This is an optimization exercise on Yosys and OpenROAD, whose aim is small area, not a production implementation.
Only simulation tests tie the RTL to the original design; equivalence was not proved.
Power is estimated from default activity; no workload was simulated.

==> design/flow/run.sh <==
#!/bin/bash
# synth_recipe.tcl (not shown) runs the flow's synth.tcl, then flattens the netlist and writes it again
# the make line also repeats each setting of config.mk as NAME=value (left out here)
make -C /OpenROAD-flow-scripts/flow DESIGN_CONFIG=/design/flow/config.mk WORK_HOME=/design/flow/orfs CLKGATE_MAP_FILE= SYNTH_SCRIPT=/design/flow/synth_recipe.tcl finish
==> design/flow/config.mk <==
export PLATFORM = sky130hd
export DESIGN_NAME = mips_core
export DESIGN_NICKNAME = mips_core
export VERILOG_FILES = /design/flow/design.v
export SDC_FILE = /design/flow/constraint.sdc
export NUM_CORES = 4
export LEC_CHECK = 0
export CAP_MARGIN = 20
export CORE_MARGIN = 2
export CORE_UTILIZATION = 40
export SLEW_MARGIN = 20
==> design/flow/constraint.sdc <==
create_clock -name core_clock -period 10.0 [get_ports {i_clk}]
set_input_delay 2.0000 -clock core_clock [delete_from_list [all_inputs] [get_ports {i_clk}]]
set_output_delay 2.0000 -clock core_clock [all_outputs]
set_load 0.01 [all_outputs]
==> design/flow/design.v <==
package mips_pkg;
	typedef logic [31:0] word_t;
	typedef logic [4:0]  reg_addr_t;
	typedef logic [5:0]  dmem_addr_t;
	typedef logic [1:0]  alu_op_t;
	localparam logic [5:0] OP_RTYPE = 6'd0;
	localparam logic [5:0] OP_BEQ   = 6'd4;
	localparam logic [5:0] OP_ADDI  = 6'd8;
	localparam logic [5:0] OP_LW    = 6'd35;
	localparam logic [5:0] OP_SW    = 6'd43;
	localparam logic [5:0] FN_ADD = 6'd32;
	localparam logic [5:0] FN_SUB = 6'd34;
	localparam logic [5:0] FN_AND = 6'd36;
	localparam logic [5:0] FN_OR  = 6'd37;
	localparam logic [5:0] FN_SLT = 6'd42;
	localparam alu_op_t ALUOP_ADD   = 2'b00;
	localparam alu_op_t ALUOP_SUB   = 2'b01;
	localparam alu_op_t ALUOP_FUNCT = 2'b10;
	localparam int DMEM_WORDS = 64;
	typedef struct packed {
		logic    regdst;
		logic    alusrc;
		logic    branch;
		logic    memread;
		logic    memwrite;
		logic    memtoreg;
		logic    regwrite;
		alu_op_t aluop;
	} ctrl_t;
	typedef struct packed {
		word_t pc_next;
		word_t instr;
	} if_id_t;
	typedef struct packed {
		ctrl_t      ctrl;
		word_t      pc_next;
		word_t      rs_val;
		word_t      rt_val;
		word_t      imm;
		reg_addr_t  rt_addr;
		reg_addr_t  rd_addr;
		logic [5:0] funct;
	} id_ex_t;
	typedef struct packed {
		ctrl_t     ctrl;
		word_t     branch_target;
		logic      zero;
		word_t     alu_result;
		word_t     store_data;
		reg_addr_t wr_reg;
	} ex_mem_t;
	typedef struct packed {
		logic      regwrite;
		logic      memtoreg;
		word_t     read_data;
		word_t     alu_result;
		reg_addr_t wr_reg;
	} mem_wb_t;
	typedef struct packed {
		logic  taken;
		word_t target;
	} branch_t;
endpackage
`timescale 1ns/1ps
module fetch_stage
(
	input  logic    i_clk,
	input  logic    i_arst_n,
	input  mips_pkg::branch_t i_branch,
	output mips_pkg::word_t   o_pc,
	input  mips_pkg::word_t   i_instr,
	output mips_pkg::if_id_t  o_if_id
);
	mips_pkg::word_t pc;
	mips_pkg::word_t pc_plus4;
	assign pc_plus4 = pc + 32'd4;
	assign o_pc     = pc;
	always_ff @(posedge i_clk or negedge i_arst_n)
	begin
		if (!i_arst_n)
			pc <= '0;
		else if (i_branch.taken)
			pc <= i_branch.target;
		else
			pc <= pc_plus4;
	end
	always_ff @(posedge i_clk or negedge i_arst_n)
	begin
		if (!i_arst_n)
			o_if_id <= '0;
		else
		begin
			o_if_id.pc_next <= pc_plus4;
			o_if_id.instr   <= i_instr;
		end
	end
endmodule
`timescale 1ns/1ps
module main_control
(
	input  logic [5:0] i_opcode,
	output mips_pkg::ctrl_t      o_ctrl
);
	always_comb
	begin
		o_ctrl = '0;
		case (i_opcode)
			mips_pkg::OP_RTYPE:
			begin
				o_ctrl.regdst   = 1'b1;
				o_ctrl.regwrite = 1'b1;
				o_ctrl.aluop    = mips_pkg::ALUOP_FUNCT;
			end
			mips_pkg::OP_ADDI:
			begin
				o_ctrl.alusrc   = 1'b1;
				o_ctrl.regwrite = 1'b1;
				o_ctrl.aluop    = mips_pkg::ALUOP_ADD;
			end
			mips_pkg::OP_LW:
			begin
				o_ctrl.alusrc   = 1'b1;
				o_ctrl.memread  = 1'b1;
				o_ctrl.memtoreg = 1'b1;
				o_ctrl.regwrite = 1'b1;
				o_ctrl.aluop    = mips_pkg::ALUOP_ADD;
			end
			mips_pkg::OP_SW:
			begin
				o_ctrl.alusrc   = 1'b1;
				o_ctrl.memwrite = 1'b1;
				o_ctrl.aluop    = mips_pkg::ALUOP_ADD;
			end
			mips_pkg::OP_BEQ:
			begin
				o_ctrl.branch = 1'b1;
				o_ctrl.aluop  = mips_pkg::ALUOP_SUB;
			end
			default:
				o_ctrl = '0;
		endcase
	end
endmodule
`timescale 1ns/1ps
module register_bank
(
	input  logic      i_clk,
	input  logic      i_arst_n,
	input  mips_pkg::reg_addr_t i_rs_addr,
	input  mips_pkg::reg_addr_t i_rt_addr,
	input  logic      i_wr_en,
	input  mips_pkg::reg_addr_t i_wr_addr,
	input  mips_pkg::word_t     i_wr_data,
	output mips_pkg::word_t     o_rs_data,
	output mips_pkg::word_t     o_rt_data
);
	mips_pkg::word_t regs [32];
	always_ff @(posedge i_clk or negedge i_arst_n)
	begin
		if (!i_arst_n)
		begin
			for (int i = 0; i < 32; i++)
				regs[i] <= '0;
		end
		else if (i_wr_en && (i_wr_addr != '0))
			regs[i_wr_addr] <= i_wr_data;
	end
	always_comb
	begin
		if (i_rs_addr == '0)
			o_rs_data = '0;
		else if (i_wr_en && (i_wr_addr == i_rs_addr))
			o_rs_data = i_wr_data;
		else
			o_rs_data = regs[i_rs_addr];
		if (i_rt_addr == '0)
			o_rt_data = '0;
		else if (i_wr_en && (i_wr_addr == i_rt_addr))
			o_rt_data = i_wr_data;
		else
			o_rt_data = regs[i_rt_addr];
	end
endmodule
`timescale 1ns/1ps
module decode_stage
(
	input  logic      i_clk,
	input  logic      i_arst_n,
	input  mips_pkg::if_id_t    i_if_id,
	input  logic      i_wb_en,
	input  mips_pkg::reg_addr_t i_wb_addr,
	input  mips_pkg::word_t     i_wb_data,
	output mips_pkg::id_ex_t    o_id_ex
);
	logic [5:0]  opcode;
	mips_pkg::reg_addr_t   rs_addr;
	mips_pkg::reg_addr_t   rt_addr;
	mips_pkg::reg_addr_t   rd_addr;
	logic [15:0] imm16;
	logic [5:0]  funct;
	assign opcode  = i_if_id.instr[31:26];
	assign rs_addr = i_if_id.instr[25:21];
	assign rt_addr = i_if_id.instr[20:16];
	assign rd_addr = i_if_id.instr[15:11];
	assign imm16   = i_if_id.instr[15:0];
	assign funct   = i_if_id.instr[5:0];
	mips_pkg::ctrl_t ctrl;
	mips_pkg::word_t rs_val;
	mips_pkg::word_t rt_val;
	mips_pkg::word_t imm_ext;
	assign imm_ext = {{16{imm16[15]}}, imm16};
	main_control u_main_control (
		.i_opcode (opcode),
		.o_ctrl   (ctrl)
	);
	register_bank u_register_bank (
		.i_clk     (i_clk),
		.i_arst_n  (i_arst_n),
		.i_rs_addr (rs_addr),
		.i_rt_addr (rt_addr),
		.i_wr_en   (i_wb_en),
		.i_wr_addr (i_wb_addr),
		.i_wr_data (i_wb_data),
		.o_rs_data (rs_val),
		.o_rt_data (rt_val)
	);
	always_ff @(posedge i_clk or negedge i_arst_n)
	begin
		if (!i_arst_n)
			o_id_ex <= '0;
		else
		begin
			o_id_ex.ctrl    <= ctrl;
			o_id_ex.pc_next <= i_if_id.pc_next;
			o_id_ex.rs_val  <= rs_val;
			o_id_ex.rt_val  <= rt_val;
			o_id_ex.imm     <= imm_ext;
			o_id_ex.rt_addr <= rt_addr;
			o_id_ex.rd_addr <= rd_addr;
			o_id_ex.funct   <= funct;
		end
	end
endmodule
`timescale 1ns/1ps
module execute_stage
(
	input  logic    i_clk,
	input  logic    i_arst_n,
	input  mips_pkg::id_ex_t  i_id_ex,
	output mips_pkg::ex_mem_t o_ex_mem
);
	logic [5:0] alu_fn;
	mips_pkg::word_t      op_a;
	mips_pkg::word_t      op_b;
	mips_pkg::word_t      alu_result;
	mips_pkg::word_t      branch_target;
	mips_pkg::reg_addr_t  wr_reg;
	always_comb
	begin
		case (i_id_ex.ctrl.aluop)
			mips_pkg::ALUOP_ADD:   alu_fn = mips_pkg::FN_ADD;
			mips_pkg::ALUOP_SUB:   alu_fn = mips_pkg::FN_SUB;
			mips_pkg::ALUOP_FUNCT: alu_fn = i_id_ex.funct;
			default:     alu_fn = mips_pkg::FN_ADD;
		endcase
	end
	assign op_a = i_id_ex.rs_val;
	assign op_b = i_id_ex.ctrl.alusrc ? i_id_ex.imm : i_id_ex.rt_val;
	always_comb
	begin
		case (alu_fn)
			mips_pkg::FN_ADD:  alu_result = op_a + op_b;
			mips_pkg::FN_SUB:  alu_result = op_a - op_b;
			mips_pkg::FN_AND:  alu_result = op_a & op_b;
			mips_pkg::FN_OR:   alu_result = op_a | op_b;
			mips_pkg::FN_SLT:  alu_result = {31'd0, $signed(op_a) < $signed(op_b)};
			default: alu_result = '0;
		endcase
	end
	assign branch_target = i_id_ex.pc_next + {i_id_ex.imm[29:0], 2'b00};
	assign wr_reg        = i_id_ex.ctrl.regdst ? i_id_ex.rd_addr : i_id_ex.rt_addr;
	always_ff @(posedge i_clk or negedge i_arst_n)
	begin
		if (!i_arst_n)
			o_ex_mem <= '0;
		else
		begin
			o_ex_mem.ctrl          <= i_id_ex.ctrl;
			o_ex_mem.branch_target <= branch_target;
			o_ex_mem.zero          <= (alu_result == '0);
			o_ex_mem.alu_result    <= alu_result;
			o_ex_mem.store_data    <= i_id_ex.rt_val;
			o_ex_mem.wr_reg        <= wr_reg;
		end
	end
endmodule
`timescale 1ns/1ps
module memory_stage
(
	input  logic       i_clk,
	input  logic       i_arst_n,
	input  mips_pkg::ex_mem_t    i_ex_mem,
	output mips_pkg::branch_t    o_branch,
	output logic       o_st_valid,
	output mips_pkg::dmem_addr_t o_st_addr,
	output mips_pkg::word_t      o_st_data,
	output mips_pkg::mem_wb_t    o_mem_wb
);
	mips_pkg::word_t      dmem [mips_pkg::DMEM_WORDS];
	mips_pkg::dmem_addr_t idx;
	mips_pkg::word_t      read_data;
	assign idx       = i_ex_mem.alu_result[7:2];
	assign read_data = i_ex_mem.ctrl.memread ? dmem[idx] : '0;
	assign o_st_valid = i_ex_mem.ctrl.memwrite;
	assign o_st_addr  = idx;
	assign o_st_data  = i_ex_mem.store_data;
	assign o_branch.taken  = i_ex_mem.ctrl.branch & i_ex_mem.zero;
	assign o_branch.target = i_ex_mem.branch_target;
	always_ff @(posedge i_clk or negedge i_arst_n)
	begin
		if (!i_arst_n)
		begin
			for (int i = 0; i < mips_pkg::DMEM_WORDS; i++)
				dmem[i] <= '0;
		end
		else if (i_ex_mem.ctrl.memwrite)
			dmem[idx] <= i_ex_mem.store_data;
	end
	always_ff @(posedge i_clk or negedge i_arst_n)
	begin
		if (!i_arst_n)
			o_mem_wb <= '0;
		else
		begin
			o_mem_wb.regwrite   <= i_ex_mem.ctrl.regwrite;
			o_mem_wb.memtoreg   <= i_ex_mem.ctrl.memtoreg;
			o_mem_wb.read_data  <= read_data;
			o_mem_wb.alu_result <= i_ex_mem.alu_result;
			o_mem_wb.wr_reg     <= i_ex_mem.wr_reg;
		end
	end
endmodule
`timescale 1ns/1ps
module mips_core
(
	input  logic       i_clk,
	input  logic       i_arst_n,
	output mips_pkg::word_t      o_imem_addr,
	input  mips_pkg::word_t      i_imem_data,
	output logic       o_wb_valid,
	output mips_pkg::reg_addr_t  o_wb_addr,
	output mips_pkg::word_t      o_wb_data,
	output logic       o_st_valid,
	output mips_pkg::dmem_addr_t o_st_addr,
	output mips_pkg::word_t      o_st_data
);
	mips_pkg::if_id_t  if_id;
	mips_pkg::id_ex_t  id_ex;
	mips_pkg::ex_mem_t ex_mem;
	mips_pkg::mem_wb_t mem_wb;
	mips_pkg::branch_t branch;
	fetch_stage u_fetch (
		.i_clk    (i_clk),
		.i_arst_n (i_arst_n),
		.i_branch (branch),
		.o_pc     (o_imem_addr),
		.i_instr  (i_imem_data),
		.o_if_id  (if_id)
	);
	decode_stage u_decode (
		.i_clk     (i_clk),
		.i_arst_n  (i_arst_n),
		.i_if_id   (if_id),
		.i_wb_en   (o_wb_valid),
		.i_wb_addr (o_wb_addr),
		.i_wb_data (o_wb_data),
		.o_id_ex   (id_ex)
	);
	execute_stage u_execute (
		.i_clk    (i_clk),
		.i_arst_n (i_arst_n),
		.i_id_ex  (id_ex),
		.o_ex_mem (ex_mem)
	);
	memory_stage u_memory (
		.i_clk      (i_clk),
		.i_arst_n   (i_arst_n),
		.i_ex_mem   (ex_mem),
		.o_branch   (branch),
		.o_st_valid (o_st_valid),
		.o_st_addr  (o_st_addr),
		.o_st_data  (o_st_data),
		.o_mem_wb   (mem_wb)
	);
	assign o_wb_data  = mem_wb.memtoreg ? mem_wb.read_data : mem_wb.alu_result;
	assign o_wb_addr  = mem_wb.wr_reg;
	assign o_wb_valid = mem_wb.regwrite && (mem_wb.wr_reg != '0);
endmodule
==> notes.md <==
## area by class of cell
| class | instances | area (um2) | area share [%] |
|---|---|---|---|
| antenna | 50 | 125.1 | 0.07234 |
| clock buffer | 540 | 10770 | 6.228 |
| clock inverter | 129 | 1505 | 0.8702 |
| inverter | 140 | 525.5 | 0.3038 |
| multi-input combinational | 8054 | 63030 | 36.44 |
| sequential | 3437 | 86060 | 49.76 |
| tap | 5016 | 6276 | 3.628 |
| timing repair buffer | 535 | 4668 | 2.699 |
## power by group
group          internal (uW)  total (uW)  switching (uW)
clock network           8120       14200            6040
logic                    620        2440            1820
registers              14300       14600             344
## sequential cells by signal (all words and copies together) (netlist names)
| register | count |
|---|---|
| u_execute.o_ex_mem | 106 |
| u_fetch.o_if_id | 64 |
| u_decode.u_register_bank.regs | 992 |
| u_decode.o_id_ex | 124 |
| u_memory.dmem | 2048 |
| u_memory.o_mem_wb | 71 |
| u_fetch.pc | 32 |
## per-layer routing
layer / vias up / wire, um / track usage [%]
met5: - / 442 / 0.5243
met2: 9495 / 294300 / 51.09
met3: 2998 / 90060 / 11.21
li1: 47191 / - / -
met4: 30 / 55950 / 23.37
met1: 62202 / 250500 / 43.55
## layout by cell type (no fill, tap or decap), types with 20 or more instances in the layout
master	instances
bufinv_16	25
nor3_1	98
clkbuf_8	96
nand3_1	147
nand2_4	67
ha_1	146
mux2_2	2084
o21ai_0	557
dfrtp_2	33
a221oi_1	488
a22oi_1	983
a21oi_1	808
dfrtp_1	3400
mux2i_4	32
or4_1	30
clkbuf_16	366
xor2_1	20
a222oi_1	64
nand4b_1	21
nor2_4	135
clkdlybuf4s50_1	141
clkinv_2	62
nor2_1	680
diode_2	50
a22o_1	425
inv_1	139
nor4_1	41
xnor2_1	67
and3_1	31
a211oi_1	21
clkbuf_1	78
nand2_1	507
nand4_1	312
buf_4	370
## kinds of logic after synthesis
kind of cell / Yosys count / share of synthesized area [%]
mux: 2135 / 15.73
buf+inv: 1391 / 3.556
fa+ha+maj: 149 / 1.238
compound gates: 3502 / 15.96
flops: 3437 / 56.43
simple gates: 2181 / 6.579
xor+xnor: 87 / 0.5000
## worst max-delay path by stage
stage | startpoint | endpoint | slack, ns | cells past startpoint
final | u_memory.o_mem_wb[69] | o_wb_data[30] | 3.50 | 4
after global routing | u_memory.o_mem_wb[69] | o_wb_data[30] | 3.37 | 4
after CTS | u_memory.o_mem_wb[69] | o_wb_data[30] | 3.40 | 4
after detailed placement | u_decode.o_id_ex[151] | u_execute.o_ex_mem[69] | 3.66 | 15
after global placement | u_decode.o_id_ex[151] | u_execute.o_ex_mem[69] | 3.72 | 15
after floorplan | u_decode.o_id_ex[151] | u_execute.o_ex_mem[69] | 4.54 | 18
## worst max-delay path: cells and delay by family, from the launching register on
| family | cells | cell delay [ns] |
|---|---|---|
| buf+inv | 3 | 1.64 |
| flops | 1 | 0.87 |
| mux | 1 | 0.96 |
## per-stage QoR
stage                     power, uW  setup slack, ns
final                         31190            3.497
after detailed placement      17200            3.660
after global placement        17190            3.723
after floorplan               15830            4.541
after CTS                     31120            3.404
after global routing          31920            3.368
==> results by group <==
Power
  – P_leak: 0.08142 uW
  – Max VDD drop: 135.4 uV
  – Pwr/cell area: ~180 nW/um2

Global route
  – Pin count of the biggest net entering global routing: 175
  – Grt ovf: 0
  – Total GRT Usage: 34.74%
  – Initial antenna violation count: 54
  – Vias in the first global route: 115394
  – First-pass GRT wire length: 948.2 mm

Yosys
  – Commonest cells post-synth: dfrtp_1 (3437), mux2_2 (2084), a22oi_1 (983), clkbuf_1 (895), nor2_1 (815)
  – Syn Area/Cell: between 10 and 15 um2
  – Cell Area, Synth: roughly 150000 um2
  – Mapped Nets: around 13000
  – Most frequent cell after synthesis: dfrtp_1
  – Netlist cell types: 93
  – Warnings from Yosys: 8
  – Synth async-reset ratio: 100.0%
  – Syn Inst Count: roughly 13000
  – Seq cells post-synth: about 3400
  – Register area share after synthesis: 56.43%
  – Leading area contributor after synthesis: dfrtp_1
  – Synth top area cells: dfrtp_1 (56%), mux2_2 (15%), a22oi_1 (4.8%)
  – Synth top area share: 56.43%
  – Ys flop type: dfrtp_1
  – Post-synth EDFFs: 0

Setup path
  – WP data arrival: 4.50 ns
  – Critical path class: flop to output pin
  – Worst Setup Start Kind: flop
  – Flop2flop setup slack: 3.71 ns
  – Crit Path Max Fanout: 34
  – FF-to-FF path depth: 15
  – Slowest CP cell: mux2i_4
  – CP endpoint kind: output pin
  – R2r endpoint: u_execute.o_ex_mem[69]
  – Worst path required time: 8.00 ns
  – FF-to-FF Start: u_decode.o_id_ex[151]
  – Crit-path max cell delay: 0.96 ns
  – Critical-path cell list: buf_4 > mux2i_4 > inv_1 > clkdlybuf4s50_1

STA
  – Worst Skew: 0.06235 ns
  – Final Slew Violations: 0
  – Max Fclk: 153.8 MHz
  – Min Tclk post-route: between 6 and 7 ns
  – Period utilisation layout: between 60% and 70%
  – Fin. Hold Viols: 0
  – Slew HR: around an eighth
  – Hold Slack: 0.2884 ns
  – Endpoints failing setup: 0
  – TNS Setup: 0 ns
  – RSZ-0062 raised after global routing: false
  – Worst slew pin tran: 1.321 ns

Place
  – Placer Congestion: approximately 0.92
  – Port bufs: approximately 140
  – DP Area: 160500 um2
  – Dpl cells: 17179
  – DP HPWL: 387.5 mm

Route
  – DRT Wirelength: about 690 mm
  – Residual DRC: 0
  – WL/cell: 38.61 um
  – Antenna viol nets, final: 0
  – Vias per cell: about 6.8
  – Via count: 121916
  – Drt first pass iters: 14
  – Iter 0 DRT Violations: 20822

Final layout
  – Area grow syn2layout: 13.50%
  – Post-Route Utilization: 45.61%
  – Final Non-Filler Cells: roughly 18000
  – Design Area, Final: 173000 um2
  – Fillers: 34640
  – Nets: 12714
  – Layout cells sized above 1: 26.55%

Clocking
  – Clk Latency, worst-skew pair: 1.01 ns
  – Clock sinks: 3437
  – Total CTS buffers: 363
  – Post-CTS setup repair buffer count: 0
  – Clk pin slew, worst setup/hold paths: approximately 0.06 ns
  – Number of hold buffers added after CTS: 0
  – CTS tree: built
  – Deepest clock path buffer count: 4
  – Post-CTS resize count: 0
  – CTS H-tree lvls: 5
  – Clk Tree Root Cell: clkbuf_16

Die
  – DIE WIDTH: 621.3 um
  – CORE AREA: 379200 um2
  – Overall die height: 621.3 um
  – DIE AREA: a little under 400000 um2
  – Initial core utilization: 40.19%
  – Top Ports: between 100 and 150
  – Row cnt: 226

Run status
  – Status: no timing/DRC/antenna violations

Min path
  – Hold path startpoint: u_fetch.o_if_id[61]
  – Class of the worst hold path: flop to flop
  – WHS Path Cells: 0
  – Hold EP: u_decode.o_id_ex[141]

Run
  – Max Cap Viol: 0

==> re-timing with driven ports <==
In the flow no input, the clock included, has a driving cell. The finished layout below was timed again as built, in two steps.
Step 1, drivers: a clkbuf_16 drives i_clk and a buf_2 each remaining input, both assumed.
Step 2 times the ports against the registers' clock, not the clock port: input delays grow and output delays shrink by t, the midpoint of the rising clock arrivals with the driver on.
a / b / c = ideal / step 1 / step 2; a / b = the first two.
t (ns): 1.094
setup WS [ns]: 3.497 / 3.387 / 3.713
worst setup path at the end: register to register
latest minus earliest clock arrival (ns): 0.064 / 0.064
worst data-port slew with drivers (ns): 0.10
After both steps this run still meets setup and hold. For this run, drivers alone change the setup slack by -0.110 ns; drivers and shift together by +0.216 ns.
